Context: an optimization exercise on an open-source flow, tuned for a short achievable clock period and few clock cycles per item. The choices shown serve that exercise and are no tape-out recipe. No run shown here included a check of the RTL's function; only the layout flow was run. No driver is modelled on the clock port, so clock power and skew are understated where the tree is cut down; a real chip needs a root buffer or a tree. Power and IR drop assume default switching activity.

===== flow/flow/run.sh =====
#!/bin/bash
# Own flow: the standard layout (standard.sh), with one change after clock
# tree synthesis (flow/post_cts_hook.tcl, flow/post_cts.tcl): the leaf buffers
# that ORFS's CTS made (each driving a cluster of flip-flop clock pins) are
# kept, and the levels above them are rebuilt as 12 inverters, each at the
# centre of a group of nearby leaf buffers, driven by 4 inverters that the
# clock port drives. Every register's clock passes through the same three
# levels. Ports are buffered with buf_6 cells (ORFS's buffer_ports picks
# the smallest buffer otherwise, a slow delay cell on some inputs).
set -euo pipefail
W=$(pwd)
export POST_CTS_TCL="$W/flow/post_cts_hook.tcl"
export BUFFER_PORTS_ARGS="-buffer_cell sky130_fd_sc_hd__buf_6"
bash "$W/standard.sh" > "$W/standard.log" 2>&1

===== flow/flow/post_cts.tcl =====

proc pc_center {inst} {
  set b [$inst getBBox]
  return [list [expr {([$b xMin] + [$b xMax]) / 2.0}] [expr {([$b yMin] + [$b yMax]) / 2.0}]]
}

# k-means on points {x y}; returns {assignment centres_x centres_y}
proc pc_kmeans {pts k iters} {
  set n [llength $pts]
  set k [expr {min($k, $n)}]
  # start from k points spread through the list sorted by angle around the centre
  set mx 0.0; set my 0.0
  foreach p $pts { set mx [expr {$mx + [lindex $p 0]}]; set my [expr {$my + [lindex $p 1]}] }
  set mx [expr {$mx / $n}]; set my [expr {$my / $n}]
  set keyed {}
  set i 0
  foreach p $pts {
    lappend keyed [list [expr {atan2([lindex $p 1] - $my, [lindex $p 0] - $mx)}] $i]
    incr i
  }
  set keyed [lsort -real -index 0 $keyed]
  set cx {}; set cy {}
  for {set c 0} {$c < $k} {incr c} {
    set idx [lindex $keyed [expr {int(($c + 0.5) * $n / $k)}] 1]
    lappend cx [expr {($mx + [lindex $pts $idx 0]) / 2.0}]
    lappend cy [expr {($my + [lindex $pts $idx 1]) / 2.0}]
  }
  for {set it 0} {$it < $iters} {incr it} {
    set asg {}
    foreach p $pts {
      lassign $p x y
      set best 0; set bd 1e30
      for {set c 0} {$c < $k} {incr c} {
        set dx [expr {$x - [lindex $cx $c]}]; set dy [expr {$y - [lindex $cy $c]}]
        set d [expr {$dx * $dx + $dy * $dy}]
        if {$d < $bd} { set bd $d; set best $c }
      }
      lappend asg $best
    }
    set sx [lrepeat $k 0.0]; set sy [lrepeat $k 0.0]; set sn [lrepeat $k 0]
    foreach p $pts a $asg {
      lset sx $a [expr {[lindex $sx $a] + [lindex $p 0]}]
      lset sy $a [expr {[lindex $sy $a] + [lindex $p 1]}]
      lset sn $a [expr {[lindex $sn $a] + 1}]
    }
    for {set c 0} {$c < $k} {incr c} {
      if {[lindex $sn $c] > 0} {
        lset cx $c [expr {[lindex $sx $c] / [lindex $sn $c]}]
        lset cy $c [expr {[lindex $sy $c] / [lindex $sn $c]}]
      }
    }
  }
  return [list $asg $cx $cy]
}

# Balance a clustering: reassign points greedily by distance to the centres,
# at most cap points per centre, then move the centres; a few rounds.
proc pc_balance {pts cx cy cap rounds} {
  set k [llength $cx]
  for {set r 0} {$r < $rounds} {incr r} {
    set pairs {}
    set i 0
    foreach p $pts {
      lassign $p x y
      for {set c 0} {$c < $k} {incr c} {
        set dx [expr {$x - [lindex $cx $c]}]; set dy [expr {$y - [lindex $cy $c]}]
        lappend pairs [list [expr {$dx * $dx + $dy * $dy}] $i $c]
      }
      incr i
    }
    set pairs [lsort -real -index 0 $pairs]
    set asg [lrepeat [llength $pts] -1]
    set used [lrepeat $k 0]
    foreach pr $pairs {
      lassign $pr d i c
      if {[lindex $asg $i] >= 0 || [lindex $used $c] >= $cap} continue
      lset asg $i $c
      lset used $c [expr {[lindex $used $c] + 1}]
    }
    set sx [lrepeat $k 0.0]; set sy [lrepeat $k 0.0]; set sn [lrepeat $k 0]
    foreach p $pts a $asg {
      lset sx $a [expr {[lindex $sx $a] + [lindex $p 0]}]
      lset sy $a [expr {[lindex $sy $a] + [lindex $p 1]}]
      lset sn $a [expr {[lindex $sn $a] + 1}]
    }
    for {set c 0} {$c < $k} {incr c} {
      if {[lindex $sn $c] > 0} {
        lset cx $c [expr {[lindex $sx $c] / [lindex $sn $c]}]
        lset cy $c [expr {[lindex $sy $c] / [lindex $sn $c]}]
      }
    }
  }
  return [list $asg $cx $cy]
}

proc pc_out_net {inst} {
  foreach it [$inst getITerms] {
    if {[$it getIoType] eq "OUTPUT" && [$it getNet] ne "NULL"} { return [$it getNet] }
  }
  return ""
}

proc pc_in_term {inst} {
  foreach it [$inst getITerms] {
    if {[$it getIoType] eq "INPUT" && [[$it getMTerm] getSigType] ni {POWER GROUND}} { return $it }
  }
  error "no input on [$inst getName]"
}

proc my_rebuild_clock_top {leafcell levels} {
  set db [ord::get_db]
  set block [ord::get_db_block]
  set rnet [[$block findBTerm clk] getNet]
  # Walk the tree from the port
  set cells {}
  set todo [list $rnet]
  while {[llength $todo]} {
    set net [lindex $todo 0]; set todo [lrange $todo 1 end]
    foreach it [$net getITerms] {
      if {[$it getIoType] ne "INPUT"} continue
      set inst [$it getInst]
      if {[[$inst getMaster] isSequential]} continue
      lappend cells $inst
      set o [pc_out_net $inst]
      if {$o ne ""} { lappend todo $o }
    }
  }
  set leaves {}
  set others {}
  foreach inst $cells {
    set o [pc_out_net $inst]
    set isleaf 0
    if {$o ne ""} {
      foreach it [$o getITerms] {
        if {[$it getIoType] eq "INPUT" && [[[$it getInst] getMaster] isSequential]} { set isleaf 1; break }
      }
    }
    if {$isleaf} { lappend leaves $inst } else { lappend others $inst }
  }
  # A leaf whose net also feeds other tree cells would lose them: keep the tree then
  foreach inst $leaves {
    foreach it [[pc_out_net $inst] getITerms] {
      if {[$it getIoType] eq "INPUT" && ![[[$it getInst] getMaster] isSequential]} {
        if {[lsearch -exact $others [$it getInst]] >= 0 && [pc_out_net [$it getInst]] ne ""} {
          puts "post_cts: leaf [$inst getName] also drives tree cells, tree kept"
          return 0
        }
      }
    }
  }
  puts "post_cts: [llength $leaves] leaf buffers kept, [llength $others] upper tree cells removed"
  foreach inst $leaves { [pc_in_term $inst] disconnect }
  set dead {}
  foreach inst $others {
    set o [pc_out_net $inst]
    if {$o ne ""} { lappend dead $o }
    odb::dbInst_destroy $inst
  }
  foreach net $dead { odb::dbNet_destroy $net }
  if {$leafcell ne ""} {
    set lm [$db findMaster $leafcell]
    set new {}
    foreach inst $leaves { lappend new [pc_replace_cell $inst $lm] }
    set leaves $new
  }
  # Build the levels above the leaves, bottom up; the last level is driven by the port
  set nodes $leaves
  set lv 0
  foreach level $levels {
    lassign $level n cell
    set pts {}
    foreach inst $nodes { lappend pts [pc_center $inst] }
    lassign [pc_kmeans $pts $n 30] asg gx gy
    set cap [expr {int(ceil(double([llength $pts]) / [llength $gx]))}]
    lassign [pc_balance $pts $gx $gy $cap 5] asg gx gy
    set m [$db findMaster $cell]
    set nets {}
    set made {}
    set sizes {}
    for {set g 0} {$g < [llength $gx]} {incr g} {
      set inst [odb::dbInst_create $block $m "clkbuf_top${lv}_$g"]
      set net [odb::dbNet_create $block "clknet_top${lv}_$g"]
      $net setSigType CLOCK
      set w [$m getWidth]; set h [$m getHeight]
      $inst setLocation [expr {int([lindex $gx $g] - $w / 2)}] [expr {int([lindex $gy $g] - $h / 2)}]
      $inst setPlacementStatus PLACED
      foreach it [$inst getITerms] {
        if {[[$it getMTerm] getSigType] in {POWER GROUND}} continue
        if {[$it getIoType] eq "OUTPUT"} { $it connect $net }
      }
      lappend nets $net
      lappend made $inst
      lappend sizes 0
    }
    foreach inst $nodes a $asg {
      [pc_in_term $inst] connect [lindex $nets $a]
      lset sizes $a [expr {[lindex $sizes $a] + 1}]
    }
    puts "post_cts: level $lv: [llength $made] x $cell, fanout $sizes"
    set nodes $made
    incr lv
  }
  foreach inst $nodes { [pc_in_term $inst] connect $rnet }
  puts "post_cts: port drives [llength $nodes] cells"
  return 1
}

# Replace a one-input, one-output cell by another of a different master
proc pc_replace_cell {inst master} {
  set block [ord::get_db_block]
  set name [$inst getName]
  set loc [$inst getLocation]
  set in [[pc_in_term $inst] getNet]
  set out [pc_out_net $inst]
  odb::dbInst_destroy $inst
  set new [odb::dbInst_create $block $master "${name}_r"]
  $new setLocation {*}$loc
  $new setPlacementStatus PLACED
  foreach it [$new getITerms] {
    if {[[$it getMTerm] getSigType] in {POWER GROUND}} continue
    if {[$it getIoType] eq "OUTPUT"} { $it connect $out }
    if {[$it getIoType] eq "INPUT" && $in ne "NULL"} { $it connect $in }
  }
  return $new
}

===== flow/flow/post_cts_hook.tcl =====
# Runs at the end of ORFS's cts.tcl (POST_CTS_TCL).
source [file join [file dirname $::env(POST_CTS_TCL)] post_cts.tcl]
# Leaf buffers as CTS made them; above them 12 inverters, then 4 inverters
# driven by the clock port (two inversions: the registers see the port's edge).
if {[my_rebuild_clock_top "" {{12 sky130_fd_sc_hd__clkinv_16} {4 sky130_fd_sc_hd__clkinv_16}}]} {
  detailed_placement
  estimate_parasitics -placement
  repair_timing_helper
  detailed_placement
  check_placement -verbose
  estimate_parasitics -placement
  report_clock_latency
  report_worst_slack
}

===== flow/standard.sh =====
#!/bin/bash
# synth_recipe.tcl (not shown) runs the flow's synth.tcl, then flattens the netlist and writes it again
# the make line also repeats each setting of config.mk as NAME=value (left out here)
make -C /OpenROAD-flow-scripts/flow DESIGN_CONFIG=/design/flow/config.mk WORK_HOME=/design/flow/orfs CLKGATE_MAP_FILE= SYNTH_SCRIPT=/design/flow/synth_recipe.tcl "${@:-finish}"

===== flow/config.mk =====
export PLATFORM = sky130hd
export DESIGN_NAME = mem_responder
export DESIGN_NICKNAME = mem_responder
export VERILOG_FILES = /design/flow/design.v
export SDC_FILE = /design/flow/constraint.sdc
export NUM_CORES = 4
export LEC_CHECK = 0
export CAP_MARGIN = 20
export CORE_MARGIN = 2
export CORE_UTILIZATION = 45
export CTS_CLUSTER_DIAMETER = 100
export CTS_CLUSTER_SIZE = 25
export SETUP_SLACK_MARGIN = 3.2
export SLEW_MARGIN = 20
export TNS_END_PERCENT = 100

===== flow/constraint.sdc =====
create_clock -name core_clock -period 5.0 [get_ports {clk}]
set_input_delay 1.0000 -clock core_clock [delete_from_list [all_inputs] [get_ports {clk}]]
set_output_delay 1.0000 -clock core_clock [all_outputs]
set_load 0.01 [all_outputs]

===== flow/design.v =====
module mem_responder #(
    parameter int ADDR_BITS = 8,
    parameter int LATENCY   = 2
) (
    input  logic        clk,
    input  logic        reset,
    input  logic        req_valid,
    output logic        req_ready,
    input  logic        req_wr,
    input  logic [31:0] req_addr,
    input  logic [31:0] req_wdata,
    input  logic [3:0]  req_be,
    output logic        resp_valid,
    input  logic        resp_ready,
    output logic [31:0] resp_rdata,
    output logic        resp_err
);
    localparam int WORDS  = 64;
    localparam int QDEPTH = 4;      
    localparam int QW     = 2;        
    logic [31:0] mem_q [WORDS];
    logic        ready_q;
    logic        acc;
    assign acc = req_valid && ready_q;
    logic        take_req;
    assign take_req = acc && !reset;
    logic        be_ok;
    logic        err;
    always_comb begin
        case (req_be)
            4'b0001, 4'b0010, 4'b0100, 4'b1000,
            4'b0011, 4'b1100, 4'b1111: be_ok = 1'b1;
            default:                   be_ok = 1'b0;
        endcase
        err = (req_addr[31:8] != 24'd0) || !be_ok;
    end
    logic        v1;
    logic        err1;
    logic [7:0]  wen1;            
    logic [31:0] d1;
    logic [3:0]  web1 [WORDS];    
    logic        rsel1 [WORDS];   
    always_ff @(posedge clk) begin
        v1   <= take_req;
        err1 <= err;
        for (int g = 0; g < 8; g++)
            wen1[g] <= take_req && req_wr && !err && req_addr[7:5] == 3'(g);
        d1   <= req_wdata;
        for (int w = 0; w < WORDS; w++) begin
            web1[w]  <= (req_wr && req_addr[7:2] == 6'(w)) ? req_be : 4'b0000;
            rsel1[w] <= !req_wr && req_addr[7:2] == 6'(w);
        end
    end
    always_ff @(posedge clk) begin
        for (int w = 0; w < WORDS; w++)
            for (int b = 0; b < 4; b++)
                if (wen1[w/8] && web1[w][b]) mem_q[w][8*b +: 8] <= d1[8*b +: 8];
    end
    logic        v2;
    logic        err2;
    logic [31:0] rda2 [8];
    always_ff @(posedge clk) begin
        v2   <= v1 && !reset;
        err2 <= err1;
        for (int g = 0; g < 8; g++) begin
            logic [31:0] acc_g;
            acc_g = 32'd0;
            for (int k = 0; k < 8; k++)
                acc_g = acc_g | (mem_q[8*g+k] & {32{rsel1[8*g+k]}});
            rda2[g] <= acc_g;
        end
    end
    logic [31:0] rd;
    always_comb begin
        rd = 32'd0;
        for (int g = 0; g < 8; g++) rd = rd | rda2[g];
        if (err2) rd = 32'd0;
    end
    logic          ov;
    logic [32:0]   od;
    logic [32:0]   fifo [QDEPTH];
    logic [QW-1:0] wp, rp, rp1;
    logic [QW:0]   qn;            
    logic [QW:0]   cnt;           
    logic        take;
    logic [32:0] inc;
    logic [32:0] head_keep, head_next;
    logic        ov_keep, ov_next;
    logic [QW:0] cnt_d;
    assign take = ov && resp_ready;
    assign inc  = {err2, rd};
    assign rp1  = rp + 1'b1;
    assign ov_keep   = (qn != '0) || v2;
    assign head_keep = (qn != '0) ? fifo[rp] : inc;
    assign ov_next   = (qn > (QW+1)'(1)) || v2;
    assign head_next = (qn > (QW+1)'(1)) ? fifo[rp1] : inc;
    always_comb begin
        cnt_d = cnt;
        if (acc && !take)      cnt_d = cnt + 1'b1;
        else if (!acc && take) cnt_d = cnt - 1'b1;
    end
    always_ff @(posedge clk) begin
        if (v2) fifo[wp] <= inc;
        od <= take ? head_next : head_keep;
    end
    always_ff @(posedge clk) begin
        if (reset) begin
            ov      <= 1'b0;
            wp      <= '0;
            rp      <= '0;
            qn      <= '0;
            cnt     <= '0;
            ready_q <= 1'b1;
        end else begin
            ov <= take ? ov_next : ov_keep;
            if (v2)   wp <= wp + 1'b1;
            if (take) rp <= rp1;
            if (v2 && !take)      qn <= qn + 1'b1;
            else if (take && !v2) qn <= qn - 1'b1;
            cnt     <= cnt_d;
            ready_q <= (cnt_d < (QW+1)'(QDEPTH));
        end
    end
    assign req_ready  = ready_q;
    assign resp_valid = ov;
    assign resp_rdata = od[31:0];
    assign resp_err   = od[32];
endmodule

==> results of run 1 <==
[critical path: cells and delay by family]
family | cells | cell delay (ps)
AND/OR/NAND/NOR | 4 | 1070
buffers and inverters | 2 | 230
[path summary, 6_finish.rpt]
| path | from | endpoint | depth (start not counted) |
|---|---|---|---|
| worst min-delay path | err1 | err2 | 0 |
| worst min register to register | err1 | err2 | 0 |
| worst max register to register | rsel1[1] | rda2[0][12] | 3 |
| worst max-delay path | req_addr[24] | wen1[0] | 6 |
[cell type report, clock buffers not listed]
| cell class | instances | share of cell area (%) |
|---|---|---|
| Antenna cell | 8 | 0.0188 |
| Inverter | 27 | 0.503 |
| Multi-Input combinational cell | 2266 | 16.7 |
| Sequential cell | 2847 | 74.1 |
| Tap cell | 2838 | 3.33 |
| Timing Repair Buffer | 246 | 2.64 |
[registers in the layout, indices dropped and copies added (netlist names), 2 cells and up, named ones only]
signal and flops:
wen1 8, od 33, d1 32, rsel1 64, qn 3, rp 2, rda2 256, fifo 132
cnt 3, web1 256, mem_q 2048, wp 2
[per-layer routing]
metal	vias up	track usage, %	wire (um)
met4	12	5.74	7020
met5	-	0	72
met3	320	3.81	25100
met2	2422	37.9	126000
li1	21568	-	-
met1	26883	36.0	114000
[report_power, final]
part           internal, mW  switching [mW]  total, mW  leakage (nW)
sequential             25.6           0.251       25.8          24.8
clock                  4.43            7.12       11.6          1.61
combinational         0.620           0.961       1.58          6.36
total                  30.6            8.33       39.0          32.8
[through the flow]
stage / hold WS (ps) / cells / instance area, um2 / setup WS, ps
6_report: 330 / 8348 / 107000 / 3050
5_1_grt: 335 / 8343 / 107000 / 3010
3_5_place_dp: 315 / 8156 / 101000 / 2120
3_3_place_gp: 312 / 8154 / 101000 / 2140
2_1_floorplan: 310 / 5415 / 97400 / 2960
[cell families (layout without fill, tap and decap cells)]
logic type | after synthesis | count (layout)
xor+xnor | 6 | 6
buf+inv | 302 | 389
fa+ha+maj | 13 | 13
other cells | 0 | 8
compound gates | 1104 | 1104
flops | 2847 | 2847
simple gates | 1075 | 1075
mux | 68 | 68
[synthesized netlist by cell type (all sizes together)]
master     n  area share [%]
nor2b     39            0.25
or2        2           0.013
nand2     16           0.062
or3        3           0.019
nor3b      1          0.0078
nand3      9           0.047
mux4      66             1.6
o21ba      1           0.010
edfxtp  2180              68
a22oi   1024             8.0
o22ai      1          0.0065
nand4    257             1.7
a211oi     3           0.036
o21ai      5           0.030
dfxtp    667              14
and3       8           0.052
xnor2      2           0.018
nor2     141            0.57
or4        3           0.023
xor2       4           0.036
and4       2           0.018
mux2i      2           0.021
a221o     33            0.34
and2     508             3.3
nand2b     5           0.032
nor4      71            0.46
ha        13            0.17
buf       19            0.18
inv       11           0.043
clkbuf   272             1.2
nor3       7           0.036
a21oi     37            0.19
nand3b     2           0.016
nor4b      1          0.0091
==> reports/results.ini, run 1 <==
[detailed_routing]
remaining_drc_errors = 0
wl_per_cell_um = 32.7
drt_wl_total_um = 273000
drt-initial-drc-count = 6950
final_antenna_net_count = 0
dr_total_vias = 51205
viasPerCell = 6.13
drtPass1Iterations = 6

[worst_hold_path]
hp-class = flop to flop

[sta]
relSlewSlack_pct = 25.4
fin_crit_ps = 1950
fmax_mhz = 513
finalHoldViolCount = 0
skew_ps = 68.1
rsz0062_at_grt = yes
setup_viol = 0
finalMaxSlewViolations = 0
period_share_pct = 39.0
worst_pin_slew_ps = 1120
setup_tns_ps = 0

[run_status]
status = complete, no violations

[final_layout]
fin_nets = 5590
layout-drive-gt1-share_pct = 13.2
fillers = 17510
multi_input_area_um2 = 17800
final_cell_mix = edfxtp_1 (2180), a22oi_1 (1020), dfxtp_1 (542), and2_1 (504), nand4_1 (257)
mostFrequentLayoutCell = edfxtp_1
final_core_util_pct = 49.8
seq_area_um2 = 79000
syn_to_final_growth_pct = 10.4

[yosys]
synthesis.nets = 5501
synthMuxAreaShare_pct = 1.66
ys_seq_area_share_pct = 81.6
synth_top_family_by_area = compound AO/OA/AOI/OAI gates
yosys.cell_types.count = 45
synthXorXnorAreaFrac_pct = 0.0544
synth_compound_area_share_pct = 8.57
synth-simple-area-share_pct = 6.58
synthAdderAreaFrac_pct = 0.168
syn_area_um2 = 96600
syn_inst = 5415
ys_warn_count = 5
ys_ff_latch = 2847
syn_avg_cell_area_um2 = 17.8

[worst_setup_path]
crit_chain = buf_6 -> or4_4 -> nor2_4 -> buf_12 -> nand3b_1 -> nor4_2
slowest_stage = or4_4
critical_path_class = primary input to flop
cp_max_fo = 4
critPathRequiredTime_ps = 5350
cpPeakStageDelay_ps = 530
rrSetupSlack_ps = 3160
startpoint_type = primary input
crit_path_end_kind = flop
arrival_ps = 2300

[die]
io_pins = 108
coreArea_um2 = 214000
die_y_um = 467
rows = 170
initial_core_util_pct = 45.1
die_x_um = 467
die-area_um2 = 218000

[clock_network]
clock-sinks = 2847
clkLatencyLatePin_ps = 450
path_clk_slew_ps = 90

[grt]
grt_pass1_wl_um = 376000
grt_pass1_vias = 48533
gr-usage-all-layers_pct = 24.3
antenna_found_initial = 38
grt_max_degree = 68
overflow = 0

[power]
p_total_mw = 39.0
irDropWorstVdd_mv = 0.223
p_per_area_nw_per_um2 = 365
leakage_nw = 32.8

[place]
port_buffers = 105
gp_congestion = 0.844
dp_hpwl_um = 162000

[job]
max_cap_viol_count = 0

==> run 2: changes to the inputs <==
--- a/flow/design.v
+++ b/flow/design.v
@@ -38,3 +38,3 @@
     logic        err1;
-    logic [7:0]  wen1;            
+    logic        wen1;            
     logic [31:0] d1;
@@ -42,2 +42,10 @@
     logic        rsel1 [WORDS];   
+    logic [7:0] pre_lo, pre_wr, pre_rd;
+    always_comb begin
+        for (int i = 0; i < 8; i++) begin
+            pre_lo[i] = (req_addr[4:2] == 3'(i));
+            pre_wr[i] = req_wr && (req_addr[7:5] == 3'(i));
+            pre_rd[i] = !req_wr && (req_addr[7:5] == 3'(i));
+        end
+    end
     always_ff @(posedge clk) begin
@@ -45,8 +53,7 @@
         err1 <= err;
-        for (int g = 0; g < 8; g++)
-            wen1[g] <= take_req && req_wr && !err && req_addr[7:5] == 3'(g);
+        wen1 <= take_req && req_wr && !err;
         d1   <= req_wdata;
         for (int w = 0; w < WORDS; w++) begin
-            web1[w]  <= (req_wr && req_addr[7:2] == 6'(w)) ? req_be : 4'b0000;
-            rsel1[w] <= !req_wr && req_addr[7:2] == 6'(w);
+            web1[w]  <= (pre_wr[w/8] && pre_lo[w%8]) ? req_be : 4'b0000;
+            rsel1[w] <= pre_rd[w/8] && pre_lo[w%8];
         end
@@ -56,3 +63,3 @@
             for (int b = 0; b < 4; b++)
-                if (wen1[w/8] && web1[w][b]) mem_q[w][8*b +: 8] <= d1[8*b +: 8];
+                if (wen1 && web1[w][b]) mem_q[w][8*b +: 8] <= d1[8*b +: 8];
     end
--- a/flow/config.mk
+++ b/flow/config.mk
@@ -9,3 +9,3 @@
 export CORE_MARGIN = 2
-export CORE_UTILIZATION = 45
+export CORE_UTILIZATION = 60
 export CTS_CLUSTER_DIAMETER = 100
==> run 2 against run 1 <==
  * First-iteration DRC count is 3.7% lower
  * Highest routed layer unchanged
  * Final cell count is 9.5% lower
  * Global-route usage is 7.3 points higher
  * Sequential power hardly changed
  * Sequential cell count is 7 lower
  * Power is 0.18% higher
  * Clock power hardly changed
  * Design area is 1.3% lower
  * Largest cell class unchanged
==> reports/results.ini, run 2 <==
[worst_setup_path]
critPathRequiredTime_ps = 4000  ; was 5350 ps
rrSetupSlack_ps = 3140  ; was 3160 ps
crit_chain = buf_6  ; was buf_6 -> or4_4 -> nor2_4 -> buf_12 -> nand3b_1 -> nor4_2
r2r_start = wen1  ; was rsel1[1]
startpoint_type = flop  ; was primary input
cp_max_fo = 1  ; was 4
path_buf_inv = 1  ; was 2
critical_path_class = flop to output pin  ; was primary input to flop
arrival_ps = 920  ; was 2300 ps
rr_worst_depth = 2  ; was 3
cp_num_cells = 1  ; was 6
slowest_stage = dfxtp_4  ; was or4_4
cpPeakStageDelay_ps = 370  ; was 530 ps
critPathTopFamily = flip-flops  ; was simple AND/OR/NAND/NOR gates
crit_path_end_kind = output pin  ; was flop
startpoint = od[23]  ; was req_addr[24]

[clock_network]
path_clk_slew_ps = 100  ; was 90 ps
clock-sinks = 2840  ; was 2847
clkLatencyLatePin_ps = 430  ; was 450 ps

[sta]
setup_viol = 0  ; unchanged
finalMaxSlewViolations = 0  ; unchanged
fin_crit_ps = 1920  ; was 1950 ps
finalHoldViolCount = 0  ; unchanged
relSlewSlack_pct = 30.3  ; was 25.4%
worst_pin_slew_ps = 1050  ; was 1120 ps
rsz0062_at_grt = yes  ; unchanged
period_share_pct = 38.5  ; was 39.0%
setup_tns_ps = 0  ; unchanged
fmax_mhz = 520  ; was 513 MHz
skew_ps = 35.3  ; was 68.1 ps

[job]
max_cap_viol_count = 0  ; unchanged

[yosys]
synth_common_cells = edfxtp_1 (2180), a22oi_1 (1024), dfxtp_1 (660)  ; was edfxtp_1 (2180), a22oi_1 (1024), dfxtp_1 (667)
ys_warn_count = 5  ; unchanged
synthesis.nets = 5494  ; was 5501
synthTopCellsByArea = edfxtp_1 (68%), dfxtp_1 (14%), a22oi_1 (8.0%)  ; unchanged
ys_seq_area_share_pct = 81.7  ; was 81.6%
ys_async_sr_fraction_pct = 0  ; unchanged
yosys.cell_types.count = 49  ; was 45
synth_top_area_cell = edfxtp_1  ; unchanged
syn_inst = 5408  ; was 5415
yosys_most_used_dff = edfxtp_1  ; unchanged
syn_area_um2 = 96300  ; was 96600 um2
synth-edff-count = 2180  ; unchanged
synth_top_area_share_pct = 68.0  ; was 67.8%
ys_ff_latch = 2840  ; was 2847
syn_avg_cell_area_um2 = 17.8  ; about the same
synth_most_common_cell = edfxtp_1  ; unchanged

[detailed_routing]
drt-initial-drc-count = 6696  ; was 6950
final_antenna_net_count = 0  ; unchanged
viasPerCell = 6.71  ; was 6.13
wl_per_cell_um = 34.6  ; was 32.7 um
drtPass1Iterations = 6  ; unchanged
drt_wl_total_um = 261000  ; was 273000 um
dr_total_vias = 50688  ; was 51205
remaining_drc_errors = 0  ; unchanged

[place]
dp_hpwl_um = 149000  ; was 162000 um
port_buffers = 105  ; unchanged
gp_congestion = 0.846  ; was 0.844
placed_cell_area_um2 = 100000  ; was 101000 um2

[grt]
grt_use_met1_pct = 49.5  ; was 36.0%
antenna_found_initial = 19  ; was 38
grt_use_met3_pct = 5.44  ; was 3.81%
gr-usage-all-layers_pct = 31.6  ; was 24.3%
top_usage_layer = met1  ; was met2
grt_pass1_vias = 47513  ; was 48533
grt_pass1_wl_um = 362000  ; was 376000 um
met2_usage_pct = 46.5  ; was 37.9%
grt_max_degree = 129  ; was 68
overflow = 0  ; unchanged

[worst_hold_path]
hp-class = flop to flop  ; unchanged
hold_depth = 0  ; unchanged
hold_start = err1  ; unchanged

[die]
coreArea_um2 = 160000  ; was 214000 um2
die_y_um = 405  ; was 467 um
die_x_um = 405  ; was 467 um
io_pins = 108  ; unchanged
rows = 147  ; was 170
initial_core_util_pct = 60.2  ; was 45.1%
die-area_um2 = 164000  ; was 218000 um2

[final_layout]
reg_top3 = mem_q (2048), rda2 (256), web1 (256)  ; unchanged
multi_input_area_um2 = 17900  ; was 17800 um2
final_area_um2 = 105000  ; was 107000 um2
top_register = mem_q  ; unchanged
final_core_util_pct = 65.7  ; was 49.8%
seq_area_um2 = 78900  ; was 79000 um2
layout-drive-gt1-share_pct = 17.7  ; was 13.2%
syn_to_final_growth_pct = 9.21  ; was 10.4%
fillers = 10897  ; was 17510
fin_nets = 5550  ; was 5590
final_cell_mix = edfxtp_1 (2180), a22oi_1 (1024), dfxtp_1 (523), nand4_1 (259), and2_1 (256)  ; was edfxtp_1 (2180), a22oi_1 (1020), dfxtp_1 (542), and2_1 (504), nand4_1 (257)
mostFrequentLayoutCell = edfxtp_1  ; unchanged
largest_reg_flops = 2048  ; unchanged

[power]
p_total_mw = 39.0  ; about the same
leakage_nw = 33.1  ; was 32.8 nW
irDropWorstVdd_mv = 0.354  ; was 0.223 mV
p_per_area_nw_per_um2 = 371  ; was 365 nW/um2

[run_status]
status = complete, no violations  ; unchanged

==> run 2: cell type report, clock buffers not listed <==
class                   instances  share of cell area, %
flip-flops and latches       2840                   75.0
multi-input cells            2255                   17.0
well taps                    2086                   2.48
repair buffers                227                   2.30
inverters                      25                  0.504
diodes                          7                 0.0166
repair inverters                1                0.00832
==> run 2: worst paths after layout <==
kind                          to
setup / recovery  resp_rdata[23]
hold / removal              err2
setup reg to reg   mem_q[43][10]
hold reg to reg             err2
==> run 2: per-layer routing <==
layer | share of wire, % | wire, um
met1 | 43 | 111000
met2 | 44 | 116000
met3 | 10 | 26400
met4 | 2.9 | 7690
met5 | 0.0088 | 23
==> run 2: cells by family (layout without fill, tap and decap cells) <==
group,Yosys count,after routing,share of synthesized area [%]
DFF,2840,2840,81.7
AOI/OAI and AO/OA,1106,1106,8.65
buffers and inverters,313,367,1.31
other,0,7,0
adders and majority gates,13,13,0.169
and+or+nand+nor,1062,1062,6.57
muxes,69,69,1.58
xor gates and xnor gates,5,5,0.0455
==> run 2: report_power, final <==
group | switching (mW) | leakage, nW | internal (mW)
clock | 6.99 | 1.59 | 4.37
sequential | 0.226 | 25.0 | 25.5
combinational | 1.06 | 6.51 | 0.847
total | 8.27 | 33.1 | 30.8
==> run 2: through the flow <==
| step | hold slack (ps) | setup WS (ps) | instances |
|---|---|---|---|
| floorplan | 310 | 2830 | 5408 |
| finish | 334 | 3080 | 7555 |
| detailed placement | 317 | 1920 | 7369 |
| global route | 353 | 3040 | 7548 |
| global placement | 313 | 1940 | 7369 |
==> run 3: changes to the inputs <==
--- a/flow/design.v
+++ b/flow/design.v
@@ -40,3 +40,4 @@
     logic [31:0] d1;
-    logic [3:0]  web1 [WORDS];    
+    logic        we1 [WORDS];     
+    logic [3:0]  be1;             
     logic        rsel1 [WORDS];   
@@ -55,4 +56,5 @@
         d1   <= req_wdata;
+        be1  <= req_be;
         for (int w = 0; w < WORDS; w++) begin
-            web1[w]  <= (pre_wr[w/8] && pre_lo[w%8]) ? req_be : 4'b0000;
+            we1[w]   <= pre_wr[w/8] && pre_lo[w%8];
             rsel1[w] <= pre_rd[w/8] && pre_lo[w%8];
@@ -63,3 +65,3 @@
             for (int b = 0; b < 4; b++)
-                if (wen1 && web1[w][b]) mem_q[w][8*b +: 8] <= d1[8*b +: 8];
+                if (wen1 && we1[w] && be1[b]) mem_q[w][8*b +: 8] <= d1[8*b +: 8];
     end
==> run 3 against run 2 <==
  * Register-to-register slack improved by 30 ps
  * Critical endpoint is now resp_rdata[7]
  * Clock skew is 39 ps higher
  * Clock power decreased by 6%
  * Largest cell class unchanged
==> reports/results.ini, run 3 <==
[clock_network]
path_clk_slew_ps = 100  ; about the same
clkLatencyLatePin_ps = 430  ; about the same
clock-sinks = 2652  ; was 2840

[die]
die_x_um = 393  ; was 405 um
die_y_um = 393  ; was 405 um
coreArea_um2 = 150000  ; was 160000 um2
rows = 142  ; was 147
die-area_um2 = 155000  ; was 164000 um2
initial_core_util_pct = 60.5  ; was 60.2%
io_pins = 108  ; unchanged

[worst_setup_path]
cp_max_fo = 1  ; unchanged
startpoint_type = flop  ; unchanged
crit_chain = buf_6  ; unchanged
crit_path_end_kind = output pin  ; unchanged
r2r_start = qn[0]  ; was wen1
critical_path_class = flop to output pin  ; unchanged
slowest_stage = dfxtp_4  ; unchanged
critPathTopFamily = flip-flops  ; unchanged
arrival_ps = 900  ; was 920 ps
cpPeakStageDelay_ps = 380  ; was 370 ps
startpoint = od[7]  ; was od[23]
path_buf_inv = 1  ; unchanged
critPathRequiredTime_ps = 4000  ; about the same

[run_status]
status = complete, no violations  ; unchanged

[detailed_routing]
drtPass1Iterations = 5  ; was 6
dr_total_vias = 48741  ; was 50688
wl_per_cell_um = 36.2  ; was 34.6 um
drt_wl_total_um = 255000  ; was 261000 um
remaining_drc_errors = 0  ; unchanged
drt-initial-drc-count = 6182  ; was 6696
viasPerCell = 6.92  ; was 6.71
final_antenna_net_count = 0  ; unchanged

[final_layout]
top_register = mem_q  ; unchanged
fin_nets = 5104  ; was 5550
largest_reg_flops = 2048  ; unchanged
reg_top3 = mem_q (2048), rda2 (256), fifo (132)  ; was mem_q (2048), rda2 (256), web1 (256)
final_core_util_pct = 65.8  ; was 65.7%
layout-drive-gt1-share_pct = 16.9  ; was 17.7%
mostFrequentLayoutCell = edfxtp_1  ; unchanged
final_cell_mix = edfxtp_1 (2180), a22oi_1 (1024), dfxtp_1 (348), nand4_1 (259), and3_2 (235)  ; was edfxtp_1 (2180), a22oi_1 (1024), dfxtp_1 (523), nand4_1 (259), and2_1 (256)
syn_to_final_growth_pct = 8.69  ; was 9.21%

[yosys]
syn_inst = 4955  ; was 5408
ys_ff_latch = 2652  ; was 2840
synthesis.nets = 5041  ; was 5494
ys_warn_count = 5  ; unchanged
yosys_most_used_dff = edfxtp_1  ; unchanged
syn_area_um2 = 90900  ; was 96300 um2
synthTopCellsByArea = edfxtp_1 (72%), dfxtp_1 (10%), a22oi_1 (8.5%)  ; was edfxtp_1 (68%), dfxtp_1 (14%), a22oi_1 (8.0%)
ys_async_sr_fraction_pct = 0  ; unchanged
synth_most_common_cell = edfxtp_1  ; unchanged
synth-edff-count = 2180  ; unchanged
synth_common_cells = edfxtp_1 (2180), a22oi_1 (1024), dfxtp_1 (472)  ; was edfxtp_1 (2180), a22oi_1 (1024), dfxtp_1 (660)
synth_top_area_share_pct = 72.0  ; was 68.0%
synth_top_area_cell = edfxtp_1  ; unchanged
syn_avg_cell_area_um2 = 18.3  ; was 17.8 um2
yosys.cell_types.count = 43  ; was 49
ys_seq_area_share_pct = 82.4  ; was 81.7%

[job]
max_cap_viol_count = 0  ; unchanged

[sta]
setup_viol = 0  ; unchanged
fmax_mhz = 526  ; was 520 MHz
finalHoldViolCount = 0  ; unchanged
setup_tns_ps = 0  ; unchanged
finalMaxSlewViolations = 0  ; unchanged
setup_ws_ps = 3100  ; was 3080 ps
period_share_pct = 38.0  ; was 38.5%
worst_pin_slew_ps = 1090  ; was 1050 ps
relSlewSlack_pct = 27.2  ; was 30.3%
skew_ps = 74.5  ; was 35.3 ps
rsz0062_at_grt = yes  ; unchanged
fin_crit_ps = 1900  ; was 1920 ps

[grt]
gr-usage-all-layers_pct = 33.0  ; was 31.6%
grt_pass1_vias = 46207  ; was 47513
grt_pass1_wl_um = 353000  ; was 362000 um
grt_max_degree = 89  ; was 129
overflow = 0  ; unchanged
antenna_found_initial = 16  ; was 19

[place]
dp_hpwl_um = 148000  ; was 149000 um
gp_congestion = 0.842  ; was 0.846
post-place-ws_ps = 2400  ; was 1920 ps
port_buffers = 105  ; unchanged

[power]
p_total_mw = 36.9  ; was 39.0 mW
irDropWorstVdd_mv = 0.346  ; was 0.354 mV
p_per_area_nw_per_um2 = 374  ; was 371 nW/um2
leakage_nw = 31.0  ; was 33.1 nW

[worst_hold_path]
hold_start = err1  ; unchanged
hp-class = flop to flop  ; unchanged

run 3: cell types whose count changed after synthesis, sizes merged, moves of 3 or more:
| cell | change |
|---|---|
| clkbuf | -6 |
| and3 | +257 |
| dfxtp | -188 |
| nand3 | +4 |
| nand4b | -3 |
| and2 | -512 |
| nand2 | +4 |
| buf | -5 |
| nand4bb | -3 |
run 3: metal layers:
metal | GRT usage (%) | wire, um | share of wire, % | vias up
li1 | - | - | - | 20364
met1 | 46.9 | 100000 | 39 | 25539
met2 | 52.1 | 121000 | 47 | 2414
met3 | 5.58 | 22700 | 8.9 | 418
met4 | 12.2 | 11300 | 4.5 | 6
met5 | 0 | 46 | 0.018 | -
run 3: path summary, 6_finish.rpt:
kind                         to  slack [ps]  cells after the start
setup / recovery  resp_rdata[7]        3100                      1
hold / removal             err2         420                      0
setup reg to reg         od[15]        3170                      7
hold reg to reg            err2         420                      0
run 3: layout make-up, clock buffers not listed:
class | instances | area, um2
sequential | 2652 | 75100
fill | 10237 | 51300
multi-input combinational | 2000 | 15500
tap | 2016 | 2520
timing repair buffer | 231 | 2380
inverter | 25 | 531
antenna | 10 | 25.0
timing repair inverter | 1 | 8.76
run 3: through the flow:
stage,hold slack [ps],area [um2],std cells
2_1_floorplan,310,91300,4955
3_3_place_gp,415,94500,6877
3_5_place_dp,408,94500,6877
5_1_grt,432,98800,7032
6_report,422,98800,7042
run 3: logic make-up after synthesis:
group | synth area share [%]
buffers and inverters | 1.37
AO/OA/AOI/OAI | 9.15
XOR/XNOR | 0.0482
flip-flops | 82.4
multiplexers | 1.68
AND/OR/NAND/NOR | 5.16
adder cells (fa/ha/maj) | 0.179
run 3: power by group:
part           internal [mW]  total [mW]  leakage [nW]  switching [mW]
Sequential              24.1        24.3          23.4           0.207
Combinational          0.891        1.93          6.06            1.04
Clock                   4.11        10.7          1.50            6.61
run 3: worst reg2reg max path, delay by kind of cell, from the launching register on:
kind / cells / cell delay [ps]
compound gates: 3 / 760
buf+inv: 3 / 390
flops: 1 / 380
fa+ha+maj: 1 / 200
==> run 4: changes to the inputs <==
--- a/flow/design.v
+++ b/flow/design.v
@@ -27,3 +27,2 @@
     logic        be_ok;
-    logic        err;
     always_comb begin
@@ -34,30 +33,27 @@
         endcase
-        err = (req_addr[31:8] != 24'd0) || !be_ok;
     end
     logic        v1;
+    logic        wr1;             
+    logic        hi1;             
+    logic        beok1;           
+    logic [31:0] d1;
+    logic [3:0]  be1;             
+    logic        we1 [WORDS];     
+    logic        rsel1 [WORDS];   
+    always_ff @(posedge clk) begin
+        v1    <= take_req;
+        wr1   <= take_req && req_wr;
+        hi1   <= (req_addr[31:8] != 24'd0);
+        beok1 <= be_ok;
+        d1    <= req_wdata;
+        be1   <= req_be;
+        for (int w = 0; w < WORDS; w++) begin
+            we1[w]   <= req_wr && req_addr[7:2] == 6'(w);
+            rsel1[w] <= !req_wr && req_addr[7:2] == 6'(w);
+        end
+    end
     logic        err1;
     logic        wen1;            
-    logic [31:0] d1;
-    logic        we1 [WORDS];     
-    logic [3:0]  be1;             
-    logic        rsel1 [WORDS];   
-    logic [7:0] pre_lo, pre_wr, pre_rd;
-    always_comb begin
-        for (int i = 0; i < 8; i++) begin
-            pre_lo[i] = (req_addr[4:2] == 3'(i));
-            pre_wr[i] = req_wr && (req_addr[7:5] == 3'(i));
-            pre_rd[i] = !req_wr && (req_addr[7:5] == 3'(i));
-        end
-    end
-    always_ff @(posedge clk) begin
-        v1   <= take_req;
-        err1 <= err;
-        wen1 <= take_req && req_wr && !err;
-        d1   <= req_wdata;
-        be1  <= req_be;
-        for (int w = 0; w < WORDS; w++) begin
-            we1[w]   <= pre_wr[w/8] && pre_lo[w%8];
-            rsel1[w] <= pre_rd[w/8] && pre_lo[w%8];
-        end
-    end
+    assign err1 = hi1 || !beok1;
+    assign wen1 = wr1 && !err1;
     always_ff @(posedge clk) begin
@@ -69,3 +65,3 @@
     logic        err2;
-    logic [31:0] rda2 [8];
+    logic [31:0] rda2 [4];
     always_ff @(posedge clk) begin
@@ -73,7 +69,7 @@
         err2 <= err1;
-        for (int g = 0; g < 8; g++) begin
+        for (int g = 0; g < 4; g++) begin
             logic [31:0] acc_g;
             acc_g = 32'd0;
-            for (int k = 0; k < 8; k++)
-                acc_g = acc_g | (mem_q[8*g+k] & {32{rsel1[8*g+k]}});
+            for (int k = 0; k < 16; k++)
+                acc_g = acc_g | (mem_q[16*g+k] & {32{rsel1[16*g+k]}});
             rda2[g] <= acc_g;
@@ -84,3 +80,3 @@
         rd = 32'd0;
-        for (int g = 0; g < 8; g++) rd = rd | rda2[g];
+        for (int g = 0; g < 4; g++) rd = rd | rda2[g];
         if (err2) rd = 32'd0;
--- a/flow/config.mk
+++ b/flow/config.mk
@@ -9,3 +9,3 @@
 export CORE_MARGIN = 2
-export CORE_UTILIZATION = 60
+export CORE_UTILIZATION = 45
 export CTS_CLUSTER_DIAMETER = 100
==> run 4 against run 3 <==
  * Critical path type is now flop to flop
  * Critical path depth increased by 4
  * Global-route usage decreased by 7.2 points
  * Combinational power decreased by 4%
  * Area after synthesis decreased by 2.2%
  * Maximum frequency decreased by 6.8%
  * Synthesized cell count decreased by 4.3%
  * Final cell count increased by 7.2%
  * Die area increased by 30%
  * Sequential share of layout area decreased by 3.9 points
  * Worst setup slack got worse by 140 ps
  * Still clean on timing, DRC and antenna
  * Utilization decreased by 15 points
  * Sequential cell count decreased by 127
==> reports/results.ini, run 4 <==
[run_status]
status = complete, no violations  ; unchanged

[die]
coreArea_um2 = 197000  ; was 150000 um2
rows = 163  ; was 142
die_y_um = 449  ; was 393 um
initial_core_util_pct = 45.2  ; was 60.5%
die_x_um = 449  ; was 393 um
die-area_um2 = 201000  ; was 155000 um2
io_pins = 108  ; unchanged

[sta]
fin_crit_ps = 2040  ; was 1900 ps
rsz0062_at_grt = yes  ; unchanged
skew_ps = 50.3  ; was 74.5 ps
worst_pin_slew_ps = 1070  ; was 1090 ps
setup_tns_ps = 0  ; unchanged
relSlewSlack_pct = 28.2  ; was 27.2%
fmax_mhz = 491  ; was 526 MHz
hold_slack_ps = 453  ; was 422 ps
period_share_pct = 40.8  ; was 38.0%
finalHoldViolCount = 0  ; unchanged
setup_ws_ps = 2960  ; was 3100 ps
setup_viol = 0  ; unchanged
finalMaxSlewViolations = 0  ; unchanged

[worst_setup_path]
critPathRequiredTime_ps = 5040  ; was 4000 ps
slowest_stage = nand4_1  ; was dfxtp_4
arrival_ps = 2070  ; was 900 ps
crit_path_end_kind = flop  ; was output pin
crit_chain = buf_12 -> buf_4 -> a22o_1 -> a221oi_2 -> nand4_1  ; was buf_6
critical_path_class = flop to flop  ; was flop to output pin
cp_max_fo = 4  ; was 1
cpPeakStageDelay_ps = 600  ; was 380 ps
startpoint_type = flop  ; unchanged

[place]
gp_congestion = 0.858  ; was 0.842
post-place-ws_ps = 2190  ; was 2400 ps
placed_cell_area_um2 = 93200  ; was 94500 um2
dp_hpwl_um = 151000  ; was 148000 um
port_buffers = 105  ; unchanged
dp.cells = 7300  ; was 6877

[yosys]
synthesis.nets = 4826  ; was 5041
syn_area_um2 = 88900  ; was 90900 um2
synth_most_common_cell = edfxtp_1  ; unchanged
ys_ff_latch = 2525  ; was 2652
syn_avg_cell_area_um2 = 18.8  ; was 18.3 um2
ys_warn_count = 5  ; unchanged
synth_top_area_cell = edfxtp_1  ; unchanged
ys_seq_area_share_pct = 81.4  ; was 82.4%
yosys.cell_types.count = 48  ; was 43
synth-edff-count = 2180  ; unchanged
synthTopCellsByArea = edfxtp_1 (74%), dfxtp_1 (7.8%), a221oi_1 (5.0%)  ; was edfxtp_1 (72%), dfxtp_1 (10%), a22oi_1 (8.5%)
ys_async_sr_fraction_pct = 0  ; unchanged
yosys_most_used_dff = edfxtp_1  ; unchanged
synth_top_area_share_pct = 73.6  ; was 72.0%
syn_inst = 4740  ; was 4955
synth_common_cells = edfxtp_1 (2180), a221oi_1 (512), a22o_1 (512)  ; was edfxtp_1 (2180), a22oi_1 (1024), dfxtp_1 (472)

[final_layout]
final_area_um2 = 101000  ; was 98800 um2
fin_cells = 7549  ; was 7042
layout-drive-gt1-share_pct = 21.5  ; was 16.9%
fin_nets = 4987  ; was 5104
top_register = mem_q  ; unchanged
mostFrequentLayoutCell = edfxtp_1  ; unchanged
final_cell_mix = edfxtp_1 (2180), a22o_1 (498), a221oi_1 (425), dfxtp_1 (251), and3_4 (166)  ; was edfxtp_1 (2180), a22oi_1 (1024), dfxtp_1 (348), nand4_1 (259), and3_2 (235)
reg_top3 = mem_q (2048), fifo (132), rda2 (128)  ; was mem_q (2048), rda2 (256), fifo (132)
final_core_util_pct = 51.1  ; was 65.8%
largest_reg_flops = 2048  ; unchanged
syn_to_final_growth_pct = 13.2  ; was 8.69%

[grt]
grt_pass1_wl_um = 369000  ; was 353000 um
antenna_found_initial = 24  ; was 16
grt_max_degree = 65  ; was 89
gr-usage-all-layers_pct = 25.8  ; was 33.0%
overflow = 0  ; unchanged
grt_pass1_vias = 46891  ; was 46207

[power]
leakage_nw = 32.0  ; was 31.0 nW
p_total_mw = 35.4  ; was 36.9 mW
p_per_area_nw_per_um2 = 352  ; was 374 nW/um2
irDropWorstVdd_mv = 0.210  ; was 0.346 mV

[detailed_routing]
drtPass1Iterations = 5  ; unchanged
drt_wl_total_um = 269000  ; was 255000 um
wl_per_cell_um = 35.7  ; was 36.2 um
remaining_drc_errors = 0  ; unchanged
final_antenna_net_count = 0  ; unchanged
drt-initial-drc-count = 7277  ; was 6182
viasPerCell = 6.57  ; was 6.92
dr_total_vias = 49564  ; was 48741

[clock_network]
clkLatencyLatePin_ps = 440  ; was 430 ps
clock-sinks = 2525  ; was 2652
path_clk_slew_ps = 90  ; was 100 ps

[job]
max_cap_viol_count = 0  ; unchanged

[worst_hold_path]
hp-class = flop to flop  ; unchanged

## run 4: changes by cell type after synthesis, sizes merged, moves of 31 or more
cell,before,now
a21oi,36,3
dfxtp,472,345
nand4,259,129
a221oi,0,512
nor4,71,38
a22o,0,512
a22oi,1024,0
inv,9,40
## run 4: cell type report, clock buffers not listed
cell class / instances / area, um2
Timing Repair inverter: 1 / 8.76
Antenna cell: 10 / 25.0
Inverter: 56 / 647
Multi-Input combinational cell: 1875 / 17300
Timing Repair Buffer: 340 / 4280
Fill cell: 15577 / 96200
Tap cell: 2640 / 3300
Sequential cell: 2525 / 72500
## run 4: power breakdown
part | internal [mW] | total, mW | switching (mW) | leakage, nW
combinational | 0.705 | 1.86 | 1.15 | 8.11
sequential | 23.0 | 23.2 | 0.197 | 22.4
clock | 3.94 | 10.3 | 6.40 | 1.44
total | 27.7 | 35.4 | 7.75 | 32.0
## run 4: kinds of logic (layout without fill, tap and decap cells)
family / after synthesis / after routing / share of synthesized area (%)
other cells: 0 / 10 / 0
simple gates: 683 / 685 / 4.31
compound gates: 1103 / 1103 / 10.8
flops: 2525 / 2525 / 81.4
xor+xnor: 5 / 5 / 0.0493
mux: 69 / 69 / 1.74
fa+ha+maj: 13 / 13 / 0.183
buf+inv: 342 / 499 / 1.52
## run 4: final timing paths
path              slack, ps       from  cells past startpoint          end
setup reg to reg       2960  rsel1[32]                      5  rda2[2][31]
hold reg to reg         450         v1                      1           v2
hold / removal          450         v1                      1           v2
setup / recovery       2960  rsel1[32]                      5  rda2[2][31]
## run 4: per-layer routing
metal | vias up | track usage, % | wire length [um]
met5 | - | 0 | 55
met4 | 8 | 7.60 | 9100
met3 | 416 | 4.00 | 24800
met2 | 2631 | 41.2 | 128000
met1 | 26359 | 36.7 | 107000
li1 | 20150 | - | -
## run 4: critical path: cells and delay by family (launching register included)
| family | cells | cell delay, ps |
|---|---|---|
| flops | 1 | 360 |
| compound gates | 2 | 410 |
| buf+inv | 2 | 260 |
| simple gates | 1 | 600 |
==> run 5: changes to the inputs <==
--- a/flow/config.mk
+++ b/flow/config.mk
@@ -9,3 +9,3 @@
 export CORE_MARGIN = 2
-export CORE_UTILIZATION = 45
+export CORE_UTILIZATION = 60
 export CTS_CLUSTER_DIAMETER = 100
==> run 5 against run 4 <==
  * Global-route usage rose by 10 points
  * Clock power is essentially flat
  * Final cell count fell by 9.4%
  * Wire length up 2.5%
  * Via count increased by 1.5%
  * Register-to-register slack better by 80 ps
  * Design area shrank 0.60%
  * Largest cell class unchanged
  * Power up 0.16%
  * Worst hold slack worse by 2.4 ps
  * Sequential cell count unchanged
==> reports/results.ini, run 5 <==
[yosys]
syn_area_um2 = 88900  ; unchanged
synth-edff-count = 2180  ; unchanged
yosys.cell_types.count = 48  ; unchanged
syn_inst = 4740  ; unchanged
ys_warn_count = 5  ; unchanged
synth_top_area_share_pct = 73.6  ; unchanged
synthAdderAreaFrac_pct = 0.183  ; unchanged
synthMuxAreaShare_pct = 1.74  ; unchanged
ys_seq_area_share_pct = 81.4  ; unchanged
synth-simple-area-share_pct = 4.31  ; unchanged
synthTopCellsByArea = edfxtp_1 (74%), dfxtp_1 (7.8%), a221oi_1 (5.0%)  ; unchanged
yosys_most_used_dff = edfxtp_1  ; unchanged
ys_async_sr_fraction_pct = 0  ; unchanged
synthXorXnorAreaFrac_pct = 0.0493  ; unchanged
synth_top_area_cell = edfxtp_1  ; unchanged
synth_top_family_by_area = compound AO/OA/AOI/OAI gates  ; unchanged
syn_avg_cell_area_um2 = 18.8  ; unchanged
synth_common_cells = edfxtp_1 (2180), a221oi_1 (512), a22o_1 (512)  ; unchanged
synth_compound_area_share_pct = 10.8  ; unchanged
synth_most_common_cell = edfxtp_1  ; unchanged
synthesis.nets = 4826  ; unchanged
ys_ff_latch = 2525  ; unchanged

[detailed_routing]
drt-initial-drc-count = 7868  ; was 7277
final_antenna_net_count = 0  ; unchanged
drtPass1Iterations = 5  ; unchanged
drt_wl_total_um = 276000  ; was 269000 um
wl_per_cell_um = 40.4  ; was 35.7 um
viasPerCell = 7.35  ; was 6.57
remaining_drc_errors = 0  ; unchanged
dr_total_vias = 50290  ; was 49564

[die]
rows = 141  ; was 163
coreArea_um2 = 147000  ; was 197000 um2
die_y_um = 389  ; was 449 um
initial_core_util_pct = 60.3  ; was 45.2%
die_x_um = 389  ; was 449 um
die-area_um2 = 151000  ; was 201000 um2
io_pins = 108  ; unchanged

[worst_hold_path]
hp-class = flop to flop  ; unchanged
holdPathEnd = v2  ; unchanged
hold_start = v1  ; unchanged
hold_depth = 1  ; unchanged

[clock_network]
clkLatencyLatePin_ps = 430  ; was 440 ps
clock-sinks = 2525  ; unchanged
path_clk_slew_ps = 100  ; was 90 ps

[final_layout]
largest_reg_flops = 2048  ; unchanged
reg_top3 = mem_q (2048), fifo (132), rda2 (128)  ; unchanged
fin_nets = 4989  ; was 4987
top_register = mem_q  ; unchanged
fillers = 9594  ; was 15577
final_cell_mix = edfxtp_1 (2180), a22o_1 (509), a221oi_1 (420), dfxtp_1 (255), and3_4 (232)  ; was edfxtp_1 (2180), a22o_1 (498), a221oi_1 (425), dfxtp_1 (251), and3_4 (166)
syn_to_final_growth_pct = 12.5  ; was 13.2%
mostFrequentLayoutCell = edfxtp_1  ; unchanged
layout-drive-gt1-share_pct = 21.3  ; was 21.5%

[grt]
top_usage_layer = met2  ; unchanged
grt_max_degree = 65  ; unchanged
met2_usage_pct = 55.1  ; was 41.2%
grt_use_met3_pct = 7.02  ; was 4.00%
grt_pass1_vias = 46730  ; was 46891
gr-usage-all-layers_pct = 35.9  ; was 25.8%
grt_use_met1_pct = 53.0  ; was 36.7%
grt_pass1_wl_um = 375000  ; was 369000 um
antenna_found_initial = 17  ; was 24
overflow = 0  ; unchanged

[sta]
fin_crit_ps = 2040  ; about the same
fmax_mhz = 489  ; was 491 MHz
skew_ps = 30.2  ; was 50.3 ps
period_share_pct = 40.9  ; was 40.8%
worst_pin_slew_ps = 1010  ; was 1070 ps
setup_viol = 0  ; unchanged
relSlewSlack_pct = 32.8  ; was 28.2%
setup_tns_ps = 0  ; unchanged
hold_slack_ps = 451  ; was 453 ps
finalHoldViolCount = 0  ; unchanged
finalMaxSlewViolations = 0  ; unchanged
rsz0062_at_grt = yes  ; unchanged

[worst_setup_path]
cpPeakStageDelay_ps = 520  ; was 600 ps
critPathTopFamily = simple AND/OR/NAND/NOR gates  ; unchanged
crit_path_end_kind = flop  ; unchanged
arrival_ps = 2370  ; was 2070 ps
rr_worst_depth = 9  ; was 5
timing.rr.end = mem_q[22][18]  ; was rda2[2][31]
startpoint = req_addr[3]  ; was rsel1[32]
critPathRequiredTime_ps = 5330  ; was 5040 ps
cp_num_cells = 4  ; was 5
critical_path_class = primary input to flop  ; was flop to flop
r2r_start = hi1  ; was rsel1[32]
slowest_stage = nand2_2  ; was nand4_1
rrSetupSlack_ps = 3040  ; was 2960 ps
cp_max_fo = 8  ; was 4
crit_chain = buf_6 -> nor2b_1 -> nand2_2 -> nor2_1  ; was buf_12 -> buf_4 -> a22o_1 -> a221oi_2 -> nand4_1
startpoint_type = primary input  ; was flop
path_buf_inv = 1  ; was 2

[power]
leakage_nw = 31.8  ; was 32.0 nW
p_per_area_nw_per_um2 = 355  ; was 352 nW/um2
irDropWorstVdd_mv = 0.265  ; was 0.210 mV

[run_status]
status = complete, no violations  ; unchanged

[job]
max_cap_viol_count = 0  ; unchanged

[place]
port_buffers = 105  ; unchanged
gp_congestion = 0.856  ; was 0.858
dp_hpwl_um = 152000  ; was 151000 um

[run 5: cell families after synthesis]
kind of cell               Yosys count
AOI/OAI and AO/OA                 1103
xor gates and xnor gates             5
adders and majority gates           13
buffers and inverters              342
DFF                               2525
muxes                               69
and+or+nand+nor                    683
[run 5: how the worst max path moves through the flow]
stage          slack [ps]             to
6_report             2960      rsel1[34]
5_1_grt              3000  mem_q[55][31]
3_5_place_dp         2150         od[26]
3_3_place_gp         2180         od[26]
2_1_floorplan        2870         cnt[2]
[run 5: worst reg2reg max path: cells and delay by family (launching register included)]
family,cells,cell delay (ps)
flip-flops,1,310
buffers and inverters,6,740
AND/OR/NAND/NOR,3,590
[run 5: cell type report, clock buffers not listed]
cell class,instances,area [um2],share of cell area (%)
sequential,2525,72500,72.5
multi-input combinational,1875,17400,17.4
timing repair buffer,343,4480,4.48
tap,1930,2410,2.41
inverter,56,647,0.647
antenna,9,22.5,0.0225
timing repair inverter,1,8.76,0.00875
[run 5: power breakdown]
group / internal [mW] / switching (mW)
sequential: 23.0 / 0.260
combinational: 0.762 / 1.14
clock: 3.90 / 6.37
[run 5: metal layers]
layer  up-vias  wire length, um
met1     26417           106000
li1      20157                -
met5         -               93
met2      3205           127000
met4        16            10100
met3       495            32700
[run 5: metrics by stage]
stage	total power, mW	setup slack [ps]	instances	utilization [%]	cell area, um2
finish	35.5	2960	6840	67.8	100000
global route	36.2	3000	6831	67.8	100000
detailed placement	25.4	2150	6594	62.6	92400
global placement	25.4	2180	6594	62.6	92400
floorplan	24.4	2870	4740	-	89100
==> run 6: changes to the inputs <==
--- a/flow/design.v
+++ b/flow/design.v
@@ -18,4 +18,4 @@
     localparam int WORDS  = 64;
-    localparam int QDEPTH = 4;      
-    localparam int QW     = 2;        
+    localparam int QDEPTH = 5;      
+    localparam int QW     = 3;      
     logic [31:0] mem_q [WORDS];
@@ -26,5 +26,18 @@
     assign take_req = acc && !reset;
+    logic        v0;
+    logic        wr0;
+    logic [31:0] a0;
+    logic [31:0] d0;
+    logic [3:0]  be0;
+    always_ff @(posedge clk) begin
+        v0  <= take_req;
+        wr0 <= req_wr;
+        a0  <= req_addr;
+        d0  <= req_wdata;
+        be0 <= req_be;
+    end
     logic        be_ok;
+    logic        err;
     always_comb begin
-        case (req_be)
+        case (be0)
             4'b0001, 4'b0010, 4'b0100, 4'b1000,
@@ -33,27 +46,20 @@
         endcase
+        err = (a0[31:8] != 24'd0) || !be_ok;
     end
     logic        v1;
-    logic        wr1;             
-    logic        hi1;             
-    logic        beok1;           
+    logic        err1;
+    logic        wen1;            
     logic [31:0] d1;
-    logic [3:0]  be1;             
-    logic        we1 [WORDS];     
+    logic [3:0]  web1 [WORDS];    
     logic        rsel1 [WORDS];   
     always_ff @(posedge clk) begin
-        v1    <= take_req;
-        wr1   <= take_req && req_wr;
-        hi1   <= (req_addr[31:8] != 24'd0);
-        beok1 <= be_ok;
-        d1    <= req_wdata;
-        be1   <= req_be;
+        v1   <= v0 && !reset;
+        err1 <= err;
+        wen1 <= v0 && wr0 && !err;
+        d1   <= d0;
         for (int w = 0; w < WORDS; w++) begin
-            we1[w]   <= req_wr && req_addr[7:2] == 6'(w);
-            rsel1[w] <= !req_wr && req_addr[7:2] == 6'(w);
+            web1[w]  <= (wr0 && a0[7:2] == 6'(w)) ? be0 : 4'b0000;
+            rsel1[w] <= !wr0 && a0[7:2] == 6'(w);
         end
     end
-    logic        err1;
-    logic        wen1;            
-    assign err1 = hi1 || !beok1;
-    assign wen1 = wr1 && !err1;
     always_ff @(posedge clk) begin
@@ -61,3 +67,3 @@
             for (int b = 0; b < 4; b++)
-                if (wen1 && we1[w] && be1[b]) mem_q[w][8*b +: 8] <= d1[8*b +: 8];
+                if (wen1 && web1[w][b]) mem_q[w][8*b +: 8] <= d1[8*b +: 8];
     end
@@ -65,3 +71,3 @@
     logic        err2;
-    logic [31:0] rda2 [4];
+    logic [31:0] rda2 [8];
     always_ff @(posedge clk) begin
@@ -69,7 +75,7 @@
         err2 <= err1;
-        for (int g = 0; g < 4; g++) begin
+        for (int g = 0; g < 8; g++) begin
             logic [31:0] acc_g;
             acc_g = 32'd0;
-            for (int k = 0; k < 16; k++)
-                acc_g = acc_g | (mem_q[16*g+k] & {32{rsel1[16*g+k]}});
+            for (int k = 0; k < 8; k++)
+                acc_g = acc_g | (mem_q[8*g+k] & {32{rsel1[8*g+k]}});
             rda2[g] <= acc_g;
@@ -80,3 +86,3 @@
         rd = 32'd0;
-        for (int g = 0; g < 4; g++) rd = rd | rda2[g];
+        for (int g = 0; g < 8; g++) rd = rd | rda2[g];
         if (err2) rd = 32'd0;
@@ -96,3 +102,3 @@
     assign inc  = {err2, rd};
-    assign rp1  = rp + 1'b1;
+    assign rp1  = (rp == QW'(QDEPTH - 1)) ? '0 : rp + 1'b1;
     assign ov_keep   = (qn != '0) || v2;
@@ -120,3 +126,3 @@
             ov <= take ? ov_next : ov_keep;
-            if (v2)   wp <= wp + 1'b1;
+            if (v2)   wp <= (wp == QW'(QDEPTH - 1)) ? '0 : wp + 1'b1;
             if (take) rp <= rp1;
==> run 6 against run 5 <==
  * Still clean on timing, DRC and antenna
  * Design area rose by 8.9%
  * First-iteration DRC count fell by 11%
  * Combinational power rose by 75%
  * Synthesized cell count rose by 20%
  * Maximum frequency rose by 3.5%
  * Critical path type unchanged
==> reports/results.ini, run 6 <==
[run_status]
status = complete, no violations  ; unchanged

[worst_setup_path]
cp_max_fo = 5  ; was 8
critPathTopFamily = buffers and inverters  ; was simple AND/OR/NAND/NOR gates
path_buf_inv = 6  ; was 1
critPathRequiredTime_ps = 5320  ; was 5330 ps
startpoint_type = primary input  ; unchanged
crit_top_cell = buf_12
rr_worst_depth = 11  ; was 9
r2r_start = qn[0]  ; was hi1
arrival_ps = 2300  ; was 2370 ps
cp_num_cells = 11  ; was 4
cpPeakStageDelay_ps = 250  ; was 520 ps
crit_path_end_kind = flop  ; unchanged
critical_path_class = primary input to flop  ; unchanged
slowest_stage = or2_4  ; was nand2_2
startpoint = resp_ready  ; was req_addr[3]
crit_chain = buf_6 -> and2_4 -> inv_8 -> a21oi_4 -> buf_12 -> or2_4 -> buf_12 -> buf_12 -> buf_16 -> o21ai_2 -> a31oi_1  ; was buf_6 -> nor2b_1 -> nand2_2 -> nor2_1

[sta]
period_share_pct = 39.5  ; was 40.9%
finalHoldViolCount = 0  ; unchanged
worst_pin_slew_ps = 1120  ; was 1010 ps
setup_tns_ps = 0  ; unchanged
fin_crit_ps = 1970  ; was 2040 ps
hold_slack_ps = 329  ; was 451 ps
finalMaxSlewViolations = 0  ; unchanged
skew_ps = 51.2  ; was 30.2 ps
relSlewSlack_pct = 24.7  ; was 32.8%
fmax_mhz = 507  ; was 489 MHz
setup_viol = 0  ; unchanged
rsz0062_at_grt = yes  ; unchanged

[detailed_routing]
wl_per_cell_um = 33.4  ; was 40.4 um
drtPass1Iterations = 5  ; unchanged
drt_wl_total_um = 267000  ; was 276000 um
dr_total_vias = 52628  ; was 50290
dr_wl_met2_um = 121000  ; was 127000 um
wl_met3_um = 25500  ; was 32700 um
drt-met1-wl_um = 112000  ; was 106000 um
remaining_drc_errors = 0  ; unchanged
viasPerCell = 6.59  ; was 7.35
drt-initial-drc-count = 7028  ; was 7868
top_layer_used = met4  ; was met5
final_antenna_net_count = 0  ; unchanged

[die]
rows = 149  ; was 141
die_y_um = 411  ; was 389 um
die-area_um2 = 169000  ; was 151000 um2
initial_core_util_pct = 60.3  ; about the same
io_pins = 108  ; unchanged
die_x_um = 411  ; was 389 um
coreArea_um2 = 165000  ; was 147000 um2

[yosys]
syn_area_um2 = 99400  ; was 88900 um2
yosys.cell_types.count = 43  ; was 48
ys_warn_count = 5  ; unchanged
synth_top_area_cell = edfxtp_1  ; unchanged
synth_most_common_cell = edfxtp_1  ; unchanged
ys_async_sr_fraction_pct = 0  ; unchanged
ys_seq_area_share_pct = 81.6  ; was 81.4%
syn_inst = 5677  ; was 4740
yosys_most_used_dff = edfxtp_1  ; unchanged
synth-edff-count = 2213  ; was 2180
synthTopCellsByArea = edfxtp_1 (67%), dfxtp_1 (15%), a22oi_1 (7.8%)  ; was edfxtp_1 (74%), dfxtp_1 (7.8%), a221oi_1 (5.0%)
syn_avg_cell_area_um2 = 17.5  ; was 18.8 um2
synthesis.nets = 5761  ; was 4826
synth_common_cells = edfxtp_1 (2213), a22oi_1 (1027), dfxtp_1 (733)  ; was edfxtp_1 (2180), a221oi_1 (512), a22o_1 (512)
synth_top_area_share_pct = 66.8  ; was 73.6%
ys_ff_latch = 2946  ; was 2525

[final_layout]
final_core_util_pct = 66.1  ; was 67.8%
syn_to_final_growth_pct = 9.55  ; was 12.5%
fin_nets = 5870  ; was 4989
fin_cells = 7982  ; was 6840
final_cell_mix = edfxtp_1 (2213), a22oi_1 (1025), dfxtp_1 (593), and2_1 (311), nand4_1 (260)  ; was edfxtp_1 (2180), a22o_1 (509), a221oi_1 (420), dfxtp_1 (255), and3_4 (232)
reg_top3 = mem_q (2048), rda2 (256), web1 (256)  ; was mem_q (2048), fifo (132), rda2 (128)
top_register = mem_q  ; unchanged
layout-drive-gt1-share_pct = 16.9  ; was 21.3%
largest_reg_flops = 2048  ; unchanged
mostFrequentLayoutCell = edfxtp_1  ; unchanged

[place]
dp.cells = 7779  ; was 6594
dp_hpwl_um = 157000  ; was 152000 um
port_buffers = 105  ; unchanged
gp_congestion = 0.825  ; was 0.856

[worst_hold_path]
hp-class = flop to flop  ; unchanged
hold_start = d0[10]  ; was v1
hold_depth = 0  ; was 1

[power]
p_per_area_nw_per_um2 = 384  ; was 355 nW/um2
leakage_nw = 34.4  ; was 31.8 nW
irDropWorstVdd_mv = 0.426  ; was 0.265 mV
p_total_mw = 41.8  ; was 35.5 mW

[grt]
grt_pass1_vias = 49609  ; was 46730
overflow = 0  ; unchanged
grt_pass1_wl_um = 372000  ; was 375000 um
gr-usage-all-layers_pct = 31.3  ; was 35.9%
antenna_found_initial = 21  ; was 17
grt_max_degree = 71  ; was 65

[clock_network]
path_clk_slew_ps = 100  ; about the same
clock-sinks = 2946  ; was 2525
clkLatencyLatePin_ps = 460  ; was 430 ps

[job]
max_cap_viol_count = 0  ; unchanged

## run 6: worst paths after layout
path | end | slack (ps)
setup / recovery | od[16] | 3030
hold / removal | d1[10] | 330
setup reg to reg | od[27] | 3090
hold reg to reg | d1[10] | 330
## run 6: routing by layer
metal	GRT usage, %	up-vias
li1	-	22459
met1	47.3	27476
met2	46.9	2398
met3	6.25	295
met4	9.03	0
met5	0	-
## run 6: worst reg2reg max path: stages (launching register included)
cell and delay (ps):
dfxtp_4 400, inv_4 50, ha_4 150, or2_4 230
a21oi_4 160, buf_12 120, or2_4 130, buf_12 130
buf_12 120, buf_16 130, o21ai_2 50, a31oi_1 170
## run 6: logic make-up after synthesis
| group | after synthesis | share of synthesized area, % |
|---|---|---|
| adders and majority gates | 11 | 0.138 |
| DFF | 2946 | 81.6 |
| AOI/OAI and AO/OA | 1146 | 8.44 |
| and+or+nand+nor | 1151 | 6.56 |
| buffers and inverters | 314 | 1.28 |
| muxes | 104 | 1.94 |
| xor gates and xnor gates | 5 | 0.0440 |
## run 6: cell type report, clock buffers not listed
type,instances,area (um2)
antenna,9,22.5
fill,11198,55900
multi-input combinational,2421,18400
tap,2189,2740
sequential,2946,81400
inverter,26,531
timing repair buffer,273,2980
## run 6: metrics by stage
step                worst slack [ps]  instance area (um2)
finish                          3030               109000
detailed placement              1730               103000
global route                    2990               109000
floorplan                       2710                99500
global placement                1770               103000
## run 6: power breakdown
part           switching [mW]  leakage (nW)  total (mW)  internal (mW)
Combinational            1.75          7.00        3.33           1.58
Sequential              0.272          25.8        26.8           26.5
Clock                    7.23          1.64        11.7           4.51
Total                    9.25          34.4        41.8           32.6

what the ideal ports hide:
The flow's constraints put no driver on any port. The routed layouts listed below were extracted and timed again, unchanged, in two steps.
Step 1: set_driving_cell puts a clkbuf_16 on clk and a buf_2 on each other input, an assumption about the parent block.
Step 2, shift: input delay + t, output delay - t, t = (earliest + latest rising clock arrival at the registers) / 2. This alone moves slack from input paths to output paths.
Three values: no drivers, after step 1, after step 2; two values: the first two.
| run | t (ns) | slack for setup (ns) |
|---|---|---|
| run 1 | 0.728 | 3.049 / 2.757 / 2.468 |
| run 2 | 0.720 | 3.077 / 2.772 / 2.567 |
| run 3 | 0.720 | 3.099 / 2.787 / 2.660 |
| run 4 | 0.719 | 2.961 / 2.783 / 2.741 |
| run 5 | 0.718 | 2.956 / 2.799 / 2.380 |
| run 6 | 0.744 | 3.026 / 2.753 / 2.559 |
After both steps every run listed still meets setup and hold.
